Background: an optimization exercise with open tools, aiming at small area, a short achievable clock period and few clock cycles per item. Do not read the settings as production practice.
Where RTL was checked, it was by simulation tests only, not by an equivalence proof against the original.
Only the layout flow was run in run 2; the RTL was not checked for function there.
Power and IR drop assume default switching activity.

==> flow/constraint.sdc <==
create_clock -name core_clock -period 7.5 [get_ports {clk_i}]
set_input_delay 1.5000 -clock core_clock [delete_from_list [all_inputs] [get_ports {clk_i}]]
set_output_delay 1.5000 -clock core_clock [all_outputs]
set_load 0.01 [all_outputs]
==> flow/run.sh <==
#!/bin/bash
# synth_recipe.tcl (not shown) runs the flow's synth.tcl, then flattens the netlist and writes it again
# the make line also repeats each setting of config.mk as NAME=value (left out here)
make -C /OpenROAD-flow-scripts/flow DESIGN_CONFIG=/design/flow/config.mk WORK_HOME=/design/flow/orfs CLKGATE_MAP_FILE= SYNTH_SCRIPT=/design/flow/synth_recipe.tcl finish
==> flow/design.v <==
package hbcz_pkg;
  localparam int IMAGE_WIDTH = 320;
  localparam int COL_W       = 10;
  localparam int ROW_W       = 9;
  localparam int IDX_W       = 9;
  localparam int CNT_W       = 10;
  localparam int HSL_W       = 8;
  localparam int BAND_W      = 9;
  localparam int CFG_IDX_W   = 3;
  localparam int CFG_DATA_W  = 9;
  localparam logic [HSL_W-1:0]  RST_HUE_LOW  = 8'd220;
  localparam logic [HSL_W-1:0]  RST_HUE_HIGH = 8'd255;
  localparam logic [HSL_W-1:0]  RST_SAT_LOW  = 8'd75;
  localparam logic [HSL_W-1:0]  RST_LUM_LOW  = 8'd85;
  localparam logic [BAND_W-1:0] RST_TOP      = 9'd160;
  localparam logic [BAND_W-1:0] RST_BOT      = 9'd80;
endpackage
module hbcz_ram #(
  parameter int WIDTH   = 10,
  parameter int DEPTH   = 320,
  parameter int NTAP    = 10,
  parameter int SPACING = 32
) (
  input  logic             clk_i,
  input  logic [NTAP-1:0]  rsel_i,    
  output logic [WIDTH-1:0] rdata_o,
  input  logic [NTAP-1:0]  wsel_i,    
  input  logic [WIDTH-1:0] wdata_i
);
  logic [DEPTH*WIDTH-1:0] ring_q, ring_d;
  always_comb begin
    ring_d = {ring_q[WIDTH-1:0], ring_q[DEPTH*WIDTH-1:WIDTH]};
    for (int k = 0; k < NTAP; k++) begin
      if (wsel_i[k]) ring_d[((k * SPACING + DEPTH - 1) % DEPTH) * WIDTH +: WIDTH] = wdata_i;
    end
  end
  always_ff @(posedge clk_i) begin
    ring_q <= ring_d;
  end
  always_comb begin
    rdata_o = '0;
    for (int k = 0; k < NTAP; k++) begin
      rdata_o = rdata_o | (ring_q[(k * SPACING + 1) * WIDTH +: WIDTH] & {WIDTH{rsel_i[k]}});
    end
  end
endmodule
import hbcz_pkg::*;
module hsl_band_column_zone_detector_top (
  input  logic                  clk_i,
  input  logic                  rst_ni,
  input  logic                  s_axis_tvalid,
  output logic                  s_axis_tready,
  input  logic [47:0]           s_axis_tdata,   
  input  logic                  s_axis_tlast,   
  output logic                  m_axis_tvalid,
  input  logic                  m_axis_tready,
  output logic [7:0]            m_axis_tdata,   
  output logic                  m_axis_tuser,   
  input  logic                  cfg_we_i,
  input  logic [CFG_IDX_W-1:0]  cfg_addr_i,
  input  logic [CFG_DATA_W-1:0] cfg_wdata_i
);
  logic [HSL_W-1:0]  hue_low_q, hue_high_q, sat_low_q, lum_low_q;
  logic [BAND_W-1:0] top_left_q, top_right_q, bot_left_q, bot_right_q;
  always_ff @(posedge clk_i or negedge rst_ni) begin
    if (!rst_ni) begin
      hue_low_q   <= RST_HUE_LOW;
      hue_high_q  <= RST_HUE_HIGH;
      sat_low_q   <= RST_SAT_LOW;
      lum_low_q   <= RST_LUM_LOW;
      top_left_q  <= RST_TOP;
      top_right_q <= RST_TOP;
      bot_left_q  <= RST_BOT;
      bot_right_q <= RST_BOT;
    end else if (cfg_we_i) begin
      case (cfg_addr_i)
        3'd0: hue_low_q   <= cfg_wdata_i[HSL_W-1:0];
        3'd1: hue_high_q  <= cfg_wdata_i[HSL_W-1:0];
        3'd2: sat_low_q   <= cfg_wdata_i[HSL_W-1:0];
        3'd3: lum_low_q   <= cfg_wdata_i[HSL_W-1:0];
        3'd4: top_left_q  <= cfg_wdata_i[BAND_W-1:0];
        3'd5: top_right_q <= cfg_wdata_i[BAND_W-1:0];
        3'd6: bot_left_q  <= cfg_wdata_i[BAND_W-1:0];
        3'd7: bot_right_q <= cfg_wdata_i[BAND_W-1:0];
        default: ;
      endcase
    end
  end
  logic [BAND_W-1:0] d_top_q, d_bot_q;
  logic [13:0]       k_top_q, k_bot_q;    
  always_ff @(posedge clk_i) begin
    d_top_q <= (top_left_q >= top_right_q) ? top_left_q - top_right_q
                                           : top_right_q - top_left_q;
    d_bot_q <= (bot_left_q >= bot_right_q) ? bot_left_q - bot_right_q
                                           : bot_right_q - bot_left_q;
    k_top_q <= 14'd0 - 14'(top_left_q) * 14'd5;
    k_bot_q <= 14'd5 - 14'(bot_left_q) * 14'd5;
  end
  function automatic logic [35:0] mul_cs(input logic [8:0] d, input logic [8:0] c);
    logic [17:0] r [9];
    logic [17:0] s1, c1, s2, c2, s3, c3, s4, c4, s5, c5, s6, c6, s7, c7;
    for (int i = 0; i < 9; i++) r[i] = c[i] ? (18'(d) << i) : '0;
    s1 = r[0] ^ r[1] ^ r[2]; c1 = ((r[0] & r[1]) | (r[0] & r[2]) | (r[1] & r[2])) << 1;
    s2 = r[3] ^ r[4] ^ r[5]; c2 = ((r[3] & r[4]) | (r[3] & r[5]) | (r[4] & r[5])) << 1;
    s3 = r[6] ^ r[7] ^ r[8]; c3 = ((r[6] & r[7]) | (r[6] & r[8]) | (r[7] & r[8])) << 1;
    s4 = s1 ^ c1 ^ s2;       c4 = ((s1 & c1) | (s1 & s2) | (c1 & s2)) << 1;
    s5 = c2 ^ s3 ^ c3;       c5 = ((c2 & s3) | (c2 & c3) | (s3 & c3)) << 1;
    s6 = s4 ^ c4 ^ s5;       c6 = ((s4 & c4) | (s4 & s5) | (c4 & s5)) << 1;
    s7 = s6 ^ c6 ^ c5;       c7 = ((s6 & c6) | (s6 & c5) | (c6 & c5)) << 1;
    mul_cs = {s7, c7};
  endfunction
  logic [COL_W-1:0] in_col;
  logic [ROW_W-1:0] in_row;
  logic [HSL_W-1:0] in_hue, in_sat, in_lum;
  logic             in_match, in_inr;
  assign in_col   = s_axis_tdata[9:0];
  assign in_row   = s_axis_tdata[18:10];
  assign in_hue   = s_axis_tdata[26:19];
  assign in_sat   = s_axis_tdata[34:27];
  assign in_lum   = s_axis_tdata[42:35];
  assign in_match = (in_hue >= hue_low_q) && (in_hue <= hue_high_q) &&
                    (in_sat >= sat_low_q) && (in_lum >= lum_low_q);
  assign in_inr   = (in_col < COL_W'(IMAGE_WIDTH));
  logic             ready_q;
  logic             in_fire;
  logic             out_pop;
  logic [1:0]       owed_q, owed_d;
  logic             q0_vld_q, q1_vld_q;
  logic [IDX_W-1:0] q0_col_q, q1_col_q;
  logic [ROW_W-1:0] q0_row_q, q1_row_q;
  logic             q0_match_q, q1_match_q, q0_inr_q, q1_inr_q, q0_fend_q, q1_fend_q;
  logic [3:0]       due_hi_q, due_hi_d;
  logic [4:0]       due_lo_q, due_lo_d;
  logic             aligned_q;
  logic             q_go;
  logic [1:0]       q_cnt, q_cnt_d;
  logic [4:0]       q_tap_diff;
  logic [3:0]       q_tap;
  assign in_fire       = s_axis_tvalid && ready_q;
  assign s_axis_tready = ready_q;
  assign q_go = q0_vld_q && (!q0_inr_q || !aligned_q || (q0_col_q[4:0] == due_lo_q));
  assign q_tap_diff = {1'b0, q0_col_q[8:5]} - {1'b0, due_hi_q};
  assign q_tap      = !aligned_q ? 4'd0 :
                      q_tap_diff[4] ? q_tap_diff[3:0] + 4'd10 : q_tap_diff[3:0];
  always_comb begin
    due_lo_d = due_lo_q + 5'd1;
    due_hi_d = (due_lo_q != 5'd31) ? due_hi_q :
               (due_hi_q == 4'd9) ? 4'd0 : due_hi_q + 4'd1;
    if (!aligned_q && q0_vld_q && q0_inr_q) begin
      due_lo_d = q0_col_q[4:0] + 5'd1;
      due_hi_d = (q0_col_q[4:0] != 5'd31) ? q0_col_q[8:5] :
                 (q0_col_q[8:5] == 4'd9) ? 4'd0 : q0_col_q[8:5] + 4'd1;
    end
  end
  always_comb begin
    owed_d = owed_q;
    if (in_fire && s_axis_tlast && !out_pop) owed_d = owed_q + 2'd1;
    if (!(in_fire && s_axis_tlast) && out_pop) owed_d = owed_q - 2'd1;
  end
  assign q_cnt   = {q1_vld_q, q0_vld_q && !q1_vld_q};
  assign q_cnt_d = q_cnt + 2'(in_fire) - 2'(q_go);
  always_ff @(posedge clk_i) begin
    due_hi_q <= due_hi_d;
    due_lo_q <= due_lo_d;
  end
  always_ff @(posedge clk_i or negedge rst_ni) begin
    if (!rst_ni) begin
      owed_q    <= 2'd0;
      ready_q   <= 1'b0;
      aligned_q <= 1'b0;
      q0_vld_q  <= 1'b0;
      q1_vld_q  <= 1'b0;
    end else begin
      owed_q  <= owed_d;
      ready_q <= !owed_d[1] && !q_cnt_d[1] && !cfg_we_i;
      if (q0_vld_q && q0_inr_q) aligned_q <= 1'b1;
      if (q_go || !q0_vld_q) begin
        q0_vld_q <= q1_vld_q || in_fire;
        q1_vld_q <= q1_vld_q && in_fire;
      end else if (in_fire) begin
        q1_vld_q <= 1'b1;
      end
    end
  end
  always_ff @(posedge clk_i) begin
    if (q_go || !q0_vld_q) begin
      if (q1_vld_q) begin
        q0_col_q   <= q1_col_q;
        q0_row_q   <= q1_row_q;
        q0_match_q <= q1_match_q;
        q0_inr_q   <= q1_inr_q;
        q0_fend_q  <= q1_fend_q;
      end else begin
        q0_col_q   <= in_col[IDX_W-1:0];
        q0_row_q   <= in_row;
        q0_match_q <= in_match;
        q0_inr_q   <= in_inr;
        q0_fend_q  <= s_axis_tlast;
      end
    end
    if (!q1_vld_q || q_go) begin
      q1_col_q   <= in_col[IDX_W-1:0];
      q1_row_q   <= in_row;
      q1_match_q <= in_match;
      q1_inr_q   <= in_inr;
      q1_fend_q  <= s_axis_tlast;
    end
  end
  logic             s1_vld_q;
  logic [IDX_W-1:0] s1_col_q;
  logic [3:0]       s1_tap_q;
  logic             s1_rz_q, s1_match_q, s1_inr_q, s1_fend_q;
  logic [17:0]      s1_st_q, s1_ct_q, s1_sb_q, s1_cb_q;
  logic [13:0]      s1_et_q, s1_eb_q;
  always_ff @(posedge clk_i) begin
    s1_col_q               <= q0_col_q;
    s1_tap_q               <= q_tap;
    s1_rz_q                <= (q0_row_q == '0);
    s1_match_q             <= q0_match_q;
    s1_inr_q               <= q0_inr_q;
    s1_fend_q              <= q0_fend_q;
    {s1_st_q, s1_ct_q}     <= mul_cs(d_top_q, q0_col_q);
    {s1_sb_q, s1_cb_q}     <= mul_cs(d_bot_q, q0_col_q);
    s1_et_q                <= 14'(q0_row_q) * 14'd5 + k_top_q;
    s1_eb_q                <= 14'(q0_row_q) * 14'd5 + k_bot_q;
  end
  logic               a_vld_q;
  logic               a_wen_q, a_first_q, a_last_q, a_match_q, a_fend_q;
  logic [12:0]        a_g_q;
  logic [4:0]         a_seg_q;
  logic [9:0]         a_tap_q;
  logic [19:0]        s1_ft, s1_gt;
  logic signed [13:0] s1_f, s1_g;
  assign s1_ft = 20'(s1_st_q) + 20'(s1_ct_q) + {s1_et_q, 6'd0};
  assign s1_gt = 20'(s1_sb_q) + 20'(s1_cb_q) + {s1_eb_q, 6'd0};
  assign s1_f  = $signed(s1_ft[19:6]);
  assign s1_g  = $signed(s1_gt[19:6]);
  always_ff @(posedge clk_i) begin
    a_wen_q    <= s1_vld_q && s1_inr_q && (s1_f < 0) && (s1_g >= 14'sd5);
    a_first_q  <= (s1_g >= 14'sd5) && (s1_rz_q || (s1_g < 14'sd10));
    a_last_q   <= (s1_f >= -14'sd5);
    a_g_q      <= s1_g[12:0];
    a_match_q  <= s1_match_q;
    a_fend_q   <= s1_fend_q;
    a_seg_q[0] <= (s1_col_q <= 9'd150);
    a_seg_q[1] <= (s1_col_q >= 9'd151) && (s1_col_q <= 9'd200);
    a_seg_q[2] <= (s1_col_q >= 9'd201) && (s1_col_q <= 9'd300);
    a_seg_q[3] <= (s1_col_q >= 9'd301) && (s1_col_q <= 9'd310);
    a_seg_q[4] <= (s1_col_q >= 9'd311);
    for (int k = 0; k < 10; k++) a_tap_q[k] <= (s1_tap_q == 4'(k));
  end
  logic [CNT_W-1:0] ram_rdata;
  logic [9:0]       u_wsel_q;
  logic [CNT_W-1:0] u_cnt;
  hbcz_ram #(
    .WIDTH   (CNT_W),
    .DEPTH   (IMAGE_WIDTH),
    .NTAP    (10),
    .SPACING (32)
  ) u_count_ram (
    .clk_i   (clk_i),
    .rsel_i  (a_tap_q),
    .rdata_o (ram_rdata),
    .wsel_i  (u_wsel_q),
    .wdata_i (u_cnt)
  );
  logic             u_vld_q;
  logic             u_wen_q, u_first_q, u_last_q, u_match_q, u_fend_q;
  logic [12:0]      u_g_q;
  logic [4:0]       u_seg_q;
  logic [CNT_W-1:0] u_old_q;
  logic             u_flag;
  always_ff @(posedge clk_i) begin
    u_wen_q   <= a_wen_q;
    u_first_q <= a_first_q;
    u_last_q  <= a_last_q;
    u_match_q <= a_match_q;
    u_fend_q  <= a_fend_q;
    u_g_q     <= a_g_q;
    u_seg_q   <= a_seg_q;
    u_old_q   <= ram_rdata;
    u_wsel_q  <= a_tap_q & {10{a_vld_q && a_wen_q}};
  end
  assign u_cnt  = u_first_q ? CNT_W'(u_match_q) : u_old_q + CNT_W'(u_match_q);
  assign u_flag = u_wen_q && u_last_q && (14'(u_cnt) * 14'd10 > 14'(u_g_q));
  logic [4:0] d_hit_q;
  logic       d_vld_q, d_fend_q;
  always_ff @(posedge clk_i) begin
    d_fend_q <= u_fend_q;
    for (int s = 0; s < 5; s++) d_hit_q[s] <= u_flag && u_seg_q[s];
  end
  always_ff @(posedge clk_i or negedge rst_ni) begin
    if (!rst_ni) begin
      s1_vld_q <= 1'b0;
      a_vld_q  <= 1'b0;
      u_vld_q  <= 1'b0;
      d_vld_q  <= 1'b0;
    end else begin
      s1_vld_q <= q_go;
      a_vld_q  <= s1_vld_q;
      u_vld_q  <= a_vld_q;
      d_vld_q  <= u_vld_q;
    end
  end
  logic [6:0] hits0_q;
  logic [4:0] hits1_q;
  logic [5:0] hits2_q;
  logic [2:0] hits3_q, hits4_q;
  logic [4:0] full, near, found;
  logic       frame_done;
  assign full[0] = (hits0_q == 7'd76);
  assign full[1] = (hits1_q == 5'd25);
  assign full[2] = (hits2_q == 6'd50);
  assign full[3] = (hits3_q == 3'd5);
  assign full[4] = (hits4_q == 3'd5);
  assign near[0] = (hits0_q == 7'd75);
  assign near[1] = (hits1_q == 5'd24);
  assign near[2] = (hits2_q == 6'd49);
  assign near[3] = (hits3_q == 3'd4);
  assign near[4] = (hits4_q == 3'd4);
  assign found   = full | (near & d_hit_q);
  assign frame_done = d_vld_q && d_fend_q;
  always_ff @(posedge clk_i or negedge rst_ni) begin
    if (!rst_ni) begin
      hits0_q <= '0;
      hits1_q <= '0;
      hits2_q <= '0;
      hits3_q <= '0;
      hits4_q <= '0;
    end else if (frame_done) begin
      hits0_q <= '0;
      hits1_q <= '0;
      hits2_q <= '0;
      hits3_q <= '0;
      hits4_q <= '0;
    end else begin
      if (d_vld_q && d_hit_q[0] && !full[0]) hits0_q <= hits0_q + 7'd1;
      if (d_vld_q && d_hit_q[1] && !full[1]) hits1_q <= hits1_q + 5'd1;
      if (d_vld_q && d_hit_q[2] && !full[2]) hits2_q <= hits2_q + 6'd1;
      if (d_vld_q && d_hit_q[3] && !full[3]) hits3_q <= hits3_q + 3'd1;
      if (d_vld_q && d_hit_q[4] && !full[4]) hits4_q <= hits4_q + 3'd1;
    end
  end
  logic       res_found;
  logic [2:0] res_zone;
  always_comb begin
    res_found = |found;
    res_zone  = found[0] ? 3'd0 :
                found[1] ? 3'd1 :
                found[2] ? 3'd2 :
                found[3] ? 3'd3 :
                found[4] ? 3'd4 : 3'd0;
  end
  logic       hd_vld_q, hd_found_q;
  logic [2:0] hd_zone_q;
  logic       tl_vld_q, tl_found_q;
  logic [2:0] tl_zone_q;
  assign out_pop = hd_vld_q && m_axis_tready;
  always_ff @(posedge clk_i or negedge rst_ni) begin
    if (!rst_ni) begin
      hd_vld_q <= 1'b0;
      tl_vld_q <= 1'b0;
    end else begin
      if (!hd_vld_q || out_pop) begin
        hd_vld_q <= tl_vld_q || frame_done;
        tl_vld_q <= tl_vld_q && frame_done;
      end else if (frame_done) begin
        tl_vld_q <= 1'b1;
      end
    end
  end
  always_ff @(posedge clk_i) begin
    if (!hd_vld_q || out_pop) begin
      if (tl_vld_q) begin
        hd_found_q <= tl_found_q;
        hd_zone_q  <= tl_zone_q;
      end else if (frame_done) begin
        hd_found_q <= res_found;
        hd_zone_q  <= res_zone;
      end
    end
    if (frame_done) begin
      tl_found_q <= res_found;
      tl_zone_q  <= res_zone;
    end
  end
  assign m_axis_tvalid = hd_vld_q;
  assign m_axis_tdata  = {5'd0, hd_zone_q};
  assign m_axis_tuser  = hd_found_q;
endmodule
==> flow/config.mk <==
export PLATFORM = sky130hd
export DESIGN_NAME = hsl_band_column_zone_detector_top
export DESIGN_NICKNAME = hsl_band_column_zone_detector_top
export VERILOG_FILES = /design/flow/design.v
export SDC_FILE = /design/flow/constraint.sdc
export NUM_CORES = 4
export LEC_CHECK = 0
export CAP_MARGIN = 20
export CORE_MARGIN = 2
export CORE_UTILIZATION = 60
export SETUP_SLACK_MARGIN = 4.6
export SLEW_MARGIN = 20
==> results of run 1 <==
-- timing repair --
action	CTS	global route
setup endpoints to repair	107	72
hold buffers	0	0
pin swaps	91	90
buffers inserted	76	34
gates cloned	7	2
gates resized for setup	155	178
-- kinds of logic (layout without fill, tap and decap cells) --
kind of cell | after synthesis | in the layout | synth area share [%]
flops | 3586 | 3586 | 81.99
simple gates | 602 | 602 | 3.566
fa+ha+maj | 401 | 401 | 6.801
compound gates | 376 | 376 | 2.749
buf+inv | 350 | 1051 | 1.502
mux | 176 | 176 | 2.200
xor+xnor | 121 | 121 | 1.192
other cells | 1 | 10 | 0.004218
-- routing by layer --
layer,track usage [%],part of all wire [%],vias to the layer above
met5,0,0,-
met4,6.533,3.0,0
met3,3.318,3.6,279
met2,28.60,45,584
met1,25.28,48,18190
li1,-,-,19020
-- metrics by stage --
step | setup WS [ps] | hold slack (ps)
floorplan | 3717 | 309.5
global placement | 2473 | 309.6
detailed placement | 2594 | 312.1
CTS | 3466 | 277.5
global route | 3305 | 276.3
finish | 3525 | 277.5
-- power by group --
| part | internal [mW] | total (mW) | switching, mW |
|---|---|---|---|
| clock | 9.73 | 16.3 | 6.56 |
| combinational | 3.79 | 7.72 | 3.94 |
| sequential | 19.8 | 20.4 | 0.606 |
-- worst max-delay path by stage --
| stage | to | slack, ps |
|---|---|---|
| after CTS | d_hit_q[0] | 3470 |
| after floorplan | d_hit_q[0] | 3720 |
| after global placement | d_hit_q[0] | 2470 |
| after global routing | d_hit_q[0] | 3300 |
| after detailed placement | d_hit_q[0] | 2590 |
| final | d_hit_q[0] | 3530 |
-- cell usage in the layout, fill, tap and decap left out, types with 22 or more instances in the layout --
master                            synthesis  final
sky130_fd_sc_hd__dfxtp_1               3428   3421
sky130_fd_sc_hd__clkbuf_16                0    345
sky130_fd_sc_hd__inv_1                  271    244
sky130_fd_sc_hd__ha_1                   264    220
sky130_fd_sc_hd__mux2_2                 155    155
sky130_fd_sc_hd__and2_1                 165    124
sky130_fd_sc_hd__nor2_1                 120    111
sky130_fd_sc_hd__nand2_1                110    106
sky130_fd_sc_hd__fa_1                   137    105
sky130_fd_sc_hd__buf_4                    5     99
sky130_fd_sc_hd__a21oi_1                101     79
sky130_fd_sc_hd__xnor2_1                 79     72
sky130_fd_sc_hd__dfrtp_1                 75     71
sky130_fd_sc_hd__clkbuf_8                 0     69
sky130_fd_sc_hd__o21ai_0                 85     68
sky130_fd_sc_hd__clkbuf_1                72     62
sky130_fd_sc_hd__clkdlybuf4s50_1          0     57
sky130_fd_sc_hd__clkinv_2                 0     55
sky130_fd_sc_hd__edfxtp_1                54     54
sky130_fd_sc_hd__and2_4                   0     40
sky130_fd_sc_hd__xor2_1                  42     38
sky130_fd_sc_hd__a21o_1                  36     36
sky130_fd_sc_hd__ha_4                     0     36
sky130_fd_sc_hd__fa_2                     0     32
sky130_fd_sc_hd__a22oi_1                 31     31
sky130_fd_sc_hd__dfstp_2                 29     29
sky130_fd_sc_hd__nor2b_1                 31     26
sky130_fd_sc_hd__nand3_1                 30     25
sky130_fd_sc_hd__nor3_1                  29     25
sky130_fd_sc_hd__nand4_1                 24     24
sky130_fd_sc_hd__inv_2                    0     24
sky130_fd_sc_hd__buf_6                    0     22
-- worst max-delay path, cell delays in order, from the launching register on --
cell                       delay, ps
sky130_fd_sc_hd__dfxtp_2         330
sky130_fd_sc_hd__ha_2            170
sky130_fd_sc_hd__and3_4          190
sky130_fd_sc_hd__xnor2_2         120
sky130_fd_sc_hd__nor2_1          120
sky130_fd_sc_hd__buf_6           130
sky130_fd_sc_hd__ha_4            200
sky130_fd_sc_hd__ha_4            160
sky130_fd_sc_hd__fa_2            340
sky130_fd_sc_hd__a21oi_2         120
sky130_fd_sc_hd__nor2_1           50
sky130_fd_sc_hd__nor2_1          130
sky130_fd_sc_hd__o21bai_1         90
sky130_fd_sc_hd__a21oi_2         150
sky130_fd_sc_hd__o21bai_1        100
sky130_fd_sc_hd__a21oi_2         150
sky130_fd_sc_hd__xnor2_1          80
sky130_fd_sc_hd__ha_1            310
sky130_fd_sc_hd__nand3_2          60
sky130_fd_sc_hd__or4_4           420
sky130_fd_sc_hd__o21ai_2          70
sky130_fd_sc_hd__o32a_4          250
sky130_fd_sc_hd__nor3b_1          70
-- sequential cells by signal (all words and copies together) (netlist names), 10 cells and up --
signal / flops
s1_ct_q: 13
u_g_q: 13
s1_sb_q: 13
u_wsel_q: 10
u_old_q: 10
k_bot_q: 13
u_count_ram.ring_q: 3200
s1_et_q: 14
s1_eb_q: 14
s1_st_q: 13
s1_cb_q: 13
a_g_q: 13
k_top_q: 13
a_tap_q: 10
-- layout make-up --
class | instances | area (µm²) | share of cell area (%)
clock buffers | 474 | 9766 | 9.269
diodes | 5 | 12.51 | 0.01188
well taps | 1930 | 2415 | 2.292
clock inverters | 101 | 1090 | 1.034
multi-input cells | 1681 | 16060 | 15.25
flip-flops and latches | 3586 | 72900 | 69.19
inverters | 271 | 1030 | 0.9773
repair buffers | 205 | 2083 | 1.977
-- cells in the mapped netlist (all sizes together) (4+ instances only) --
library cell  instances
xor2                 42
o22ai                 4
a21oi               101
o31ai                 6
inv                 271
nor4                 10
o21bai               10
a211o                 4
nor3                 29
a21o                 36
ha                  264
a22oi                31
nor3b                10
a21boi                7
mux2                155
and3                 22
or3                  12
dfstp                29
o21ai                87
a41oi                 4
nand3                30
and2                165
a31oi                 6
dfrtp                75
mux2i                21
nand4                24
edfxtp               54
a211oi               16
o21a                 13
o211ai                5
clkbuf               72
xnor2                79
nand2b               24
nand2               110
buf                   7
nor2b                32
a221oi               13
a22o                 11
dfxtp              3428
nor2                120
fa                  137
==> Flow_metrics.wiki, run 1 <==
{| class="wikitable"
! Metric !! Value
|-
| First-pass iteration count of the detailed router || 5
|-
| Warning count from the yosys run || 4
|-
| Utilization of the core after routing || 71.44%
|-
| I/O pin count || 77
|-
| Number of buffers added by the clock tree synthesis step || 334
|-
| Proportion of synthesized chip area in sequential cells || 81.99%
|-
| Slew of the pin with the lowest slew margin || 1117 ps
|-
| Maximum clock path buffer count || 4
|-
| Synth area leaders || sky130_fd_sc_hd__dfxtp_1, sky130_fd_sc_hd__ha_1, sky130_fd_sc_hd__fa_1
|-
| Pwr Total || 44.46 mW
|-
| Setup-violating endpoint count in the final report || 0
|-
| Clock-pin slew on the worst setup and hold paths || 60 ps
|-
| Number of antenna violations at the first check in global routing || 10
|-
| Number of max-capacitance violations reported || 0
|-
| Number of global-route vias before repair || 38370
|-
| Tightest Hold Check Type || register to register
|-
| Critical hold path startpoint || u_count_ram.ring_q[2702]
|-
| Number of buffers inserted by port buffering || 66
|-
| Global-route congestion overflow total || 0
|-
| Net count reported at finish || 6546
|-
| Destination of the worst hold path || u_count_ram.ring_q[2692]
|-
| Wire length per cell after detailed routing || 16.62 µm
|-
| Total Routed Length || 137.1 mm
|-
| Required time at the worst-slack endpoint || 8230 ps
|-
| Post-synthesis instance area || 0.08890 mm²
|-
| Count of flip-flops with a built-in enable after synthesis || 54
|-
| Critical register-to-register path endpoint || d_hit_q[0]
|-
| Final standard cell area without fillers || 0.1054 mm²
|-
| Run status || timing/DRC/antenna clean
|-
| Number of flip-flops and latches in the synthesized netlist || 3586
|-
| Setup slack of the most critical reg-to-reg path || 3530 ps
|-
| Highest achievable clock rate || 251.6 MHz
|-
| Fraction of synthesized cell area taken by the top area cell type || 77.19%
|-
| Count of unique library cells instantiated by Yosys || 67
|-
| CP startpoint || u_match_q
|-
| Initial DRC Count || 1255
|-
| Wire length of the first global-routing pass || 210.8 mm
|-
| Routability cong. || 0.7946
|-
| Cell Rows || 141
|-
| Placeable core region || 0.1475 mm²
|-
| HPWL Detailed || 80.40 mm
|-
| TritonCTS clock tree || yes
|-
| Share of layout cells above drive strength 1 || 17.62%
|-
| Area growth syn-to-layout || 18.52%
|-
| Time the final worst path needs with I/O delays and setup || 3975 ps
|-
| Fill cell instance count of the final layout || 9704
|-
| Area enclosed by the die boundary || 0.1513 mm²
|-
| Horizontal die dimension || 388.9 µm
|-
| Total Neg Setup Slack || 0 ps
|-
| CP arrival || 4700 ps
|-
| Count of pins over their slew limit || 0
|-
| Final hold violation count || 0
|-
| Kind of end point of the critical path || register
|-
| Startpoint-to-endpoint class of the critical path || register to register
|-
| Initial core utilization || 60.28%
|-
| Clock net sink count || 3586
|-
| Via density per instance || 4.613
|-
| Peak supply drop || 0.0002404 V
|-
| Die Span Y || 388.9 µm
|-
| Worst Reg2Reg Path Length in Cells || 22
|-
| DRC violation count after routing || 0
|-
| Leak || 44.04 nW
|-
| Clock Skew || 66.24 ps
|-
| R2r startpoint || u_match_q
|-
| Hold Crit Depth || 0
|-
| Async set-reset flop share out of synthesis || 2.900%
|-
| Clock tree root buffer cell || sky130_fd_sc_hd__clkbuf_16
|-
| Setup repair after global routing missed its margin || yes
|-
| Placed cells || 7554
|-
| CP startpoint kind || register
|-
| Ratio of total power to cell area || 422.0 mW/mm²
|-
| Total number of vias || 38070
|-
| Post-synthesis cell type with the largest combined area || sky130_fd_sc_hd__dfxtp_1
|-
| Post-Syn Instances || 5613
|-
| Relative slew margins || 25.40%
|-
| Final standard cell count with taps included and fillers excluded || 8253
|-
| Largest net degree at the start of global routing || 62
|-
| Placed cell area || 0.09206 mm²
|-
| Share of the cycle needed by the critical path after routing || 53.00%
|-
| Post-route ant nets || 0
|-
| Clock network latency to the later pin of the worst-skew pair || 880 ps
|-
| Depth of the CTS H-tree || 5
|-
| CP max FO || 5
|-
| Mapped Avg Cell Area || 15.84 µm²
|-
| Total routing usage reported by global routing || 18.13%
|-
| Dominant register cell in the synthesized netlist || sky130_fd_sc_hd__dfxtp_1
|}
Testbench counts, summed over its fixed seeds: cycles 491,568, pixels 491,520.
==> run 2: changes to the inputs <==
--- a/flow/design.v
+++ b/flow/design.v
@@ -87,15 +87,22 @@
     end
   end
   logic [BAND_W-1:0] d_top_q, d_bot_q;
+  logic [11:0]       tl5_q, bl5_q;
   logic [13:0]       k_top_q, k_bot_q;    
   always_ff @(posedge clk_i) begin
     d_top_q <= (top_left_q >= top_right_q) ? top_left_q - top_right_q
                                            : top_right_q - top_left_q;
     d_bot_q <= (bot_left_q >= bot_right_q) ? bot_left_q - bot_right_q
                                            : bot_right_q - bot_left_q;
-    k_top_q <= 14'd0 - 14'(top_left_q) * 14'd5;
-    k_bot_q <= 14'd5 - 14'(bot_left_q) * 14'd5;
-  end
+    tl5_q   <= {1'b0, top_left_q, 2'b0} + 12'(top_left_q);
+    bl5_q   <= {1'b0, bot_left_q, 2'b0} + 12'(bot_left_q);
+    k_top_q <= 14'd0 - 14'(tl5_q);
+    k_bot_q <= 14'd5 - 14'(bl5_q);
+  end
+  function automatic logic [39:0] csa20(input logic [19:0] a, input logic [19:0] b,
+                                        input logic [19:0] c);
+    csa20 = {a ^ b ^ c, ((a & b) | (a & c) | (b & c)) << 1};
+  endfunction
   function automatic logic [35:0] mul_cs(input logic [8:0] d, input logic [8:0] c);
     logic [17:0] r [9];
     logic [17:0] s1, c1, s2, c2, s3, c3, s4, c4, s5, c5, s6, c6, s7, c7;
@@ -212,6 +219,9 @@
   logic             s1_rz_q, s1_match_q, s1_inr_q, s1_fend_q;
   logic [17:0]      s1_st_q, s1_ct_q, s1_sb_q, s1_cb_q;
   logic [13:0]      s1_et_q, s1_eb_q;
+  logic [39:0]      s1_et_cs, s1_eb_cs;
+  assign s1_et_cs = csa20(20'(q0_row_q) << 2, 20'(q0_row_q), {{6{k_top_q[13]}}, k_top_q});
+  assign s1_eb_cs = csa20(20'(q0_row_q) << 2, 20'(q0_row_q), {{6{k_bot_q[13]}}, k_bot_q});
   always_ff @(posedge clk_i) begin
     s1_col_q               <= q0_col_q;
     s1_tap_q               <= q_tap;
@@ -221,18 +231,21 @@
     s1_fend_q              <= q0_fend_q;
     {s1_st_q, s1_ct_q}     <= mul_cs(d_top_q, q0_col_q);
     {s1_sb_q, s1_cb_q}     <= mul_cs(d_bot_q, q0_col_q);
-    s1_et_q                <= 14'(q0_row_q) * 14'd5 + k_top_q;
-    s1_eb_q                <= 14'(q0_row_q) * 14'd5 + k_bot_q;
+    s1_et_q                <= 14'(s1_et_cs[39:20] + s1_et_cs[19:0]);
+    s1_eb_q                <= 14'(s1_eb_cs[39:20] + s1_eb_cs[19:0]);
   end
   logic               a_vld_q;
-  logic               a_wen_q, a_first_q, a_last_q, a_match_q, a_fend_q;
+  logic               a_wen_q, a_first_q, a_last_q, a_match_q, a_fend_q, a_fflag_q;
   logic [12:0]        a_g_q;
   logic [4:0]         a_seg_q;
   logic [9:0]         a_tap_q;
   logic [19:0]        s1_ft, s1_gt;
   logic signed [13:0] s1_f, s1_g;
-  assign s1_ft = 20'(s1_st_q) + 20'(s1_ct_q) + {s1_et_q, 6'd0};
-  assign s1_gt = 20'(s1_sb_q) + 20'(s1_cb_q) + {s1_eb_q, 6'd0};
+  logic [39:0]        s1_ft_cs, s1_gt_cs;
+  assign s1_ft_cs = csa20(20'(s1_st_q), 20'(s1_ct_q), {s1_et_q, 6'd0});
+  assign s1_gt_cs = csa20(20'(s1_sb_q), 20'(s1_cb_q), {s1_eb_q, 6'd0});
+  assign s1_ft    = s1_ft_cs[39:20] + s1_ft_cs[19:0];
+  assign s1_gt    = s1_gt_cs[39:20] + s1_gt_cs[19:0];
   assign s1_f  = $signed(s1_ft[19:6]);
   assign s1_g  = $signed(s1_gt[19:6]);
   always_ff @(posedge clk_i) begin
@@ -240,6 +253,7 @@
     a_first_q  <= (s1_g >= 14'sd5) && (s1_rz_q || (s1_g < 14'sd10));
     a_last_q   <= (s1_f >= -14'sd5);
     a_g_q      <= s1_g[12:0];
+    a_fflag_q  <= s1_match_q && (s1_g < 14'sd10);
     a_match_q  <= s1_match_q;
     a_fend_q   <= s1_fend_q;
     a_seg_q[0] <= (s1_col_q <= 9'd150);
@@ -265,7 +279,9 @@
     .wdata_i (u_cnt)
   );
   logic             u_vld_q;
-  logic             u_wen_q, u_first_q, u_last_q, u_match_q, u_fend_q;
+  logic             u_wen_q, u_first_q, u_last_q, u_match_q, u_fend_q, u_fflag_q;
+  logic [39:0]      u_cs1, u_cs2;
+  logic [19:0]      u_diff;
   logic [12:0]      u_g_q;
   logic [4:0]       u_seg_q;
   logic [CNT_W-1:0] u_old_q;
@@ -277,12 +293,18 @@
     u_match_q <= a_match_q;
     u_fend_q  <= a_fend_q;
     u_g_q     <= a_g_q;
+    u_fflag_q <= a_fflag_q;
     u_seg_q   <= a_seg_q;
     u_old_q   <= ram_rdata;
     u_wsel_q  <= a_tap_q & {10{a_vld_q && a_wen_q}};
   end
   assign u_cnt  = u_first_q ? CNT_W'(u_match_q) : u_old_q + CNT_W'(u_match_q);
-  assign u_flag = u_wen_q && u_last_q && (14'(u_cnt) * 14'd10 > 14'(u_g_q));
+  assign u_cs1  = csa20(20'(u_old_q) << 3, 20'(u_old_q) << 1, u_match_q ? 20'd10 : 20'd0);
+  assign u_cs2  = csa20(u_cs1[39:20], u_cs1[19:0], ~(20'(u_g_q)));
+  assign u_diff = u_cs2[39:20] + u_cs2[19:0];
+  assign u_flag = u_wen_q && u_last_q &&
+                  (u_first_q ? u_fflag_q
+                             : (!u_diff[19] && !(u_match_q && (u_old_q == '1))));
   logic [4:0] d_hit_q;
   logic       d_vld_q, d_fend_q;
   always_ff @(posedge clk_i) begin
--- a/flow/config.mk
+++ b/flow/config.mk
@@ -8,5 +8,5 @@
 export CAP_MARGIN = 20
 export CORE_MARGIN = 2
 export CORE_UTILIZATION = 60
-export SETUP_SLACK_MARGIN = 4.6
+export SETUP_SLACK_MARGIN = 4.7
 export SLEW_MARGIN = 20
==> run 2 against run 1 <==
Against the previous run: register-to-register slack improved by 860 ps; maximum frequency rose by 28%; die area rose by 0.32%; sequential cell count rose by 24; synthesized cell count fell by 0.68%; cell count fell by 0.32%; count of clock-buffer cells in the layout rose by 3; sequential power barely moved; synthesized area rose by 0.32%; core utilization fell by 0.086 points; critical path type unchanged; critical endpoint is now a_wen_q.
==> Flow_metrics.wiki, run 2 <==
{| class="wikitable"
! Metric !! Value
|-
| Leak || 43.89 nW (was 44.04 nW)
|-
| Net count reported at finish || 6500 (was 6546)
|-
| Clock-pin slew on the worst setup and hold paths || 60 ps (about the same)
|-
| Clock net sink count || 3610 (was 3586)
|-
| Proportion of power drawn by the clock network || 36.5% (was 36.6%)
|-
| Placeable core region || 0.1477 mm² (was 0.1475 mm²)
|-
| CP max FO || 5 (unchanged)
|-
| Most used cells in the layout excluding fill and tap cells || sky130_fd_sc_hd__dfxtp_1, sky130_fd_sc_hd__clkbuf_16, sky130_fd_sc_hd__inv_1 (unchanged)
|-
| Area growth syn-to-layout || 18.14% (was 18.52%)
|-
| CP arrival || 3830 ps (was 4700 ps)
|-
| Relative slew margins || 28.16% (was 25.40%)
|-
| Sequential cell fraction of total power || 46.4% (was 46.0%)
|-
| Clock network latency to the later pin of the worst-skew pair || 900 ps (was 880 ps)
|-
| Cts hold-fix bufs || 0 (unchanged)
|-
| Switching power as a share of total power || 25.10% (was 24.97%)
|-
| Total number of vias || 38280 (was 38070)
|-
| Largest net degree at the start of global routing || 65 (was 62)
|-
| DRC violation count after routing || 0 (unchanged)
|-
| Destination of the worst hold path || u_count_ram.ring_q[2519] (was u_count_ram.ring_q[2692])
|-
| Top Registers || u_count_ram.ring_q (3200), s1_eb_q (14), s1_et_q (14) (unchanged)
|-
| Depth of the CTS H-tree || 5 (unchanged)
|-
| Most frequent standard cell in the layout excluding fill and tap cells || sky130_fd_sc_hd__dfxtp_1 (unchanged)
|-
| Async set-reset flop share out of synthesis || 2.881% (was 2.900%)
|-
| Count of unique library cells instantiated by Yosys || 78 (was 67)
|-
| Initial DRC Count || 1433 (was 1255)
|-
| Required time at the worst-slack endpoint || 8210 ps (was 8230 ps)
|-
| Maximum clock path buffer count || 4 (unchanged)
|-
| Setup slack of the most critical reg-to-reg path || 4390 ps (was 3530 ps)
|-
| Largest register by flop count || u_count_ram.ring_q (unchanged)
|-
| Wire length of the first global-routing pass || 216.2 mm (was 210.8 mm)
|-
| Mapped Avg Cell Area || 16.00 µm² (was 15.84 µm²)
|-
| Clock Skew || 90.52 ps (was 66.24 ps)
|-
| Horizontal die dimension || 389.5 µm (was 388.9 µm)
|-
| Area used by sequential logic in the layout || 0.07339 mm² (was 0.07290 mm²)
|-
| CP startpoint kind || register (unchanged)
|-
| Tightest Hold Check Type || register to register (unchanged)
|-
| Most used standard cell by instance count after synthesis || sky130_fd_sc_hd__dfxtp_1 (unchanged)
|-
| Cell Rows || 141 (unchanged)
|-
| Share of the cycle needed by the critical path after routing || 41.49% (was 53.00%)
|-
| Cell-internal power || 33.27 mW (was 33.36 mW)
|-
| Area enclosed by the die boundary || 0.1517 mm² (was 0.1513 mm²)
|-
| Via density per instance || 4.653 (was 4.613)
|-
| Routability cong. || 0.7744 (was 0.7946)
|-
| Fraction of synthesized cell area taken by the top area cell type || 77.48% (was 77.19%)
|-
| TritonCTS clock tree || yes (unchanged)
|-
| Die Span Y || 389.5 µm (was 388.9 µm)
|-
| HPWL Detailed || 80.11 mm (was 80.40 mm)
|-
| Count of flip-flops with a built-in enable after synthesis || 54 (unchanged)
|-
| Total routing usage reported by global routing || 18.42% (was 18.13%)
|-
| Number of antenna violations at the first check in global routing || 17 (was 10)
|-
| Critical register-to-register path endpoint || a_wen_q (was d_hit_q[0])
|-
| Post-route ant nets || 0 (unchanged)
|-
| Post-synthesis instance area || 0.08919 mm² (was 0.08890 mm²)
|-
| Number of buffers inserted by port buffering || 66 (unchanged)
|-
| Number of flip-flops and latches in the synthesized netlist || 3610 (was 3586)
|-
| Number of flip-flops under the largest register name || 3200 (unchanged)
|-
| R2r startpoint || s1_sb_q[6] (was u_match_q)
|-
| Combinational power share || 17.2% (was 17.4%)
|-
| Share of layout cells above drive strength 1 || 17.71% (was 17.62%)
|-
| Dominant register cell in the synthesized netlist || sky130_fd_sc_hd__dfxtp_1 (unchanged)
|-
| Ratio of total power to cell area || 421.7 mW/mm² (was 422.0 mW/mm²)
|-
| Placed cell area || 0.09244 mm² (was 0.09206 mm²)
|-
| I/O pin count || 77 (unchanged)
|-
| Setup-violating endpoint count in the final report || 0 (unchanged)
|-
| Global-route congestion overflow total || 0 (unchanged)
|-
| Clock tree root buffer cell || sky130_fd_sc_hd__clkbuf_16 (unchanged)
|-
| Synth area leaders || sky130_fd_sc_hd__dfxtp_1, sky130_fd_sc_hd__fa_1, sky130_fd_sc_hd__ha_1 (was sky130_fd_sc_hd__dfxtp_1, sky130_fd_sc_hd__ha_1, sky130_fd_sc_hd__fa_1)
|-
| Slew of the pin with the lowest slew margin || 1075 ps (was 1117 ps)
|-
| Final standard cell area without fillers || 0.1054 mm² (about the same)
|-
| Hold Crit Depth || 0 (unchanged)
|-
| Post-Syn Instances || 5575 (was 5613)
|-
| Initial core utilization || 60.40% (was 60.28%)
|-
| P_sw || 11.15 mW (was 11.10 mW)
|-
| Area used by multi-input combinational logic || 0.01573 mm² (was 0.01606 mm²)
|-
| Startpoint-to-endpoint class of the critical path || register to register (unchanged)
|-
| Setup repair after global routing missed its margin || yes (unchanged)
|-
| Number of max-capacitance violations reported || 0 (unchanged)
|-
| Total Routed Length || 137.9 mm (was 137.1 mm)
|-
| Final hold violation count || 0 (unchanged)
|-
| Warning count from the yosys run || 4 (unchanged)
|-
| Number of global-route vias before repair || 39250 (was 38370)
|-
| Critical hold path startpoint || u_count_ram.ring_q[2529] (was u_count_ram.ring_q[2702])
|-
| First-pass iteration count of the detailed router || 5 (unchanged)
|-
| Worst Reg2Reg Path Length in Cells || 12 (was 22)
|-
| Most frequent cells after synthesis || sky130_fd_sc_hd__dfxtp_1, sky130_fd_sc_hd__inv_1, sky130_fd_sc_hd__ha_1, sky130_fd_sc_hd__and2_1, sky130_fd_sc_hd__fa_1 (was sky130_fd_sc_hd__dfxtp_1, sky130_fd_sc_hd__inv_1, sky130_fd_sc_hd__ha_1, sky130_fd_sc_hd__and2_1, sky130_fd_sc_hd__mux2_2)
|-
| Post-synthesis cell type with the largest combined area || sky130_fd_sc_hd__dfxtp_1 (unchanged)
|-
| Number of buffers added by the clock tree synthesis step || 333 (was 334)
|-
| Fill cell instance count of the final layout || 9720 (was 9704)
|-
| Time the final worst path needs with I/O delays and setup || 3111 ps (was 3975 ps)
|-
| Run status || timing/DRC/antenna clean (unchanged)
|-
| Proportion of synthesized chip area in sequential cells || 82.26% (was 81.99%)
|-
| Highest achievable clock rate || 321.4 MHz (was 251.6 MHz)
|-
| Total Neg Setup Slack || 0 ps (unchanged)
|-
| Count of pins over their slew limit || 0 (unchanged)
|-
| Wire length per cell after detailed routing || 16.76 µm (was 16.62 µm)
|-
| Peak supply drop || 0.0002930 V (was 0.0002404 V)
|-
| Kind of end point of the critical path || register (unchanged)
|}
[run 2: cell count changes in the layout (fill, tap and decap cells not counted), sizes merged, moves of 8 or more]
cell and change:
o21a +11, buf +11, fa +22, clkinv -8, ha -48, inv -38
nor3 +8, and3 +9, a211oi -8, nor2 -17, dfxtp +24
[run 2: cell type report]
type                            instances  area share (%)
Sequential cell                      3610           69.65
Tap cell                             1930           2.292
Clock inverter                         94          0.9524
Timing Repair Buffer                  216           2.101
Clock buffer                          477           9.220
Antenna cell                            2        0.004750
Multi-Input combinational cell       1666           14.93
Inverter                              232          0.8491
[run 2: metal layers]
layer	vias to the layer above	share of wire [%]	GRT usage [%]	wire length, µm
met5	-	0.050	0	69
met2	618	44	28.19	60480
met3	314	4.1	3.777	5722
met4	12	3.3	7.132	4587
li1	18950	-	-	-
met1	18380	49	25.98	67040
[run 2: timing repair]
item                                    4_1_cts  5_1_grt
cloned                                        9        1
gates resized for setup                     215      104
pin swaps                                   109       72
endpoints found under the setup margin      106       72
buffers inserted                             77       36
[run 2: power groups by stage]
stage	Clock (mW)	Combinational [mW]	Sequential, mW
2_1_floorplan	0	4.99	20.8
3_3_place_gp	0	6.29	21.0
3_5_place_dp	0	6.39	21.0
4_1_cts	16.6	7.30	20.6
5_1_grt	17.4	8.67	20.7
6_report	16.2	7.63	20.6
[run 2: worst max-delay path by stage]
stage / startpoint / to / depth (start not counted)
6_report: s1_sb_q[6] / a_wen_q / 12
4_1_cts: s1_sb_q[6] / a_wen_q / 12
3_5_place_dp: s_axis_tdata[35] / q0_match_q / 11
5_1_grt: s1_sb_q[6] / a_wen_q / 12
3_3_place_gp: s_axis_tdata[35] / q0_match_q / 11
2_1_floorplan: s_axis_tdata[19] / q0_match_q / 10
[run 2: cells by family (layout without fill, tap and decap cells)]
kind of cell,Yosys count,in the layout,share of synthesized area (%)
compound gates,378,378,2.741
xor+xnor,117,117,1.149
other cells,1,7,0.004205
simple gates,611,611,3.669
mux,180,180,2.249
flops,3610,3610,82.26
fa+ha+maj,375,375,6.599
buf+inv,303,1019,1.327
[run 2: critical path: stages (launching register included)]
cell and delay (ps):
sky130_fd_sc_hd__dfxtp_2 320, sky130_fd_sc_hd__fa_1 540, sky130_fd_sc_hd__ha_2 190, sky130_fd_sc_hd__inv_2 40
sky130_fd_sc_hd__fa_2 360, sky130_fd_sc_hd__nor2b_4 130, sky130_fd_sc_hd__o2111ai_2 160, sky130_fd_sc_hd__nand3_2 160
sky130_fd_sc_hd__and3_4 220, sky130_fd_sc_hd__o311ai_2 150, sky130_fd_sc_hd__nor4b_4 320, sky130_fd_sc_hd__nor3b_4 310
sky130_fd_sc_hd__nor4b_2 80
[run 2: per-stage QoR]
step	instances	total power [mW]	hold slack (ps)	worst slack, ps	utilization [%]
after floorplan	5579	25.76	309.6	4326	-
after global placement	7531	27.32	309.7	2920	62.60
after detailed placement	7531	27.43	312.1	2912	62.60
after CTS	8188	44.49	259.2	4365	70.86
after global routing	8225	46.73	281.2	4263	71.35
final	8227	44.43	267.9	4389	71.35

==> what the ideal ports hide <==
The results above use ideal ports. As a check the final layouts listed here were re-extracted and re-timed, cells and wires unchanged. Step 1 (the two cells are an assumption about what drives the block):
set clk [get_ports {clk_i}]
set_driving_cell -lib_cell sky130_fd_sc_hd__clkbuf_16 $clk
set_driving_cell -lib_cell sky130_fd_sc_hd__buf_2 [delete_from_list [all_inputs] $clk]
Step 2 adds t to the input delays and takes it off the output delays; t is the mean of the earliest and latest rising clock arrival at the registers after step 1. Input paths then give back, and output paths get back, about the clock's delay inside the block. Three values: ideal, step 1, step 2; two values: the first two.
| run | t (ns) | setup slack, ns | worst setup path after step 2 |
|---|---|---|---|
| run 1 | 0.920 | 3.525 / 3.525 / 3.525 | register to register |
| run 2 | 0.938 | 4.389 / 4.389 / 3.829 | input to register |
After both steps setup and hold are still met in every run listed. For run 2, which loses most, drivers alone change the setup slack by 0.000 ns; drivers and shift together by -0.560 ns.
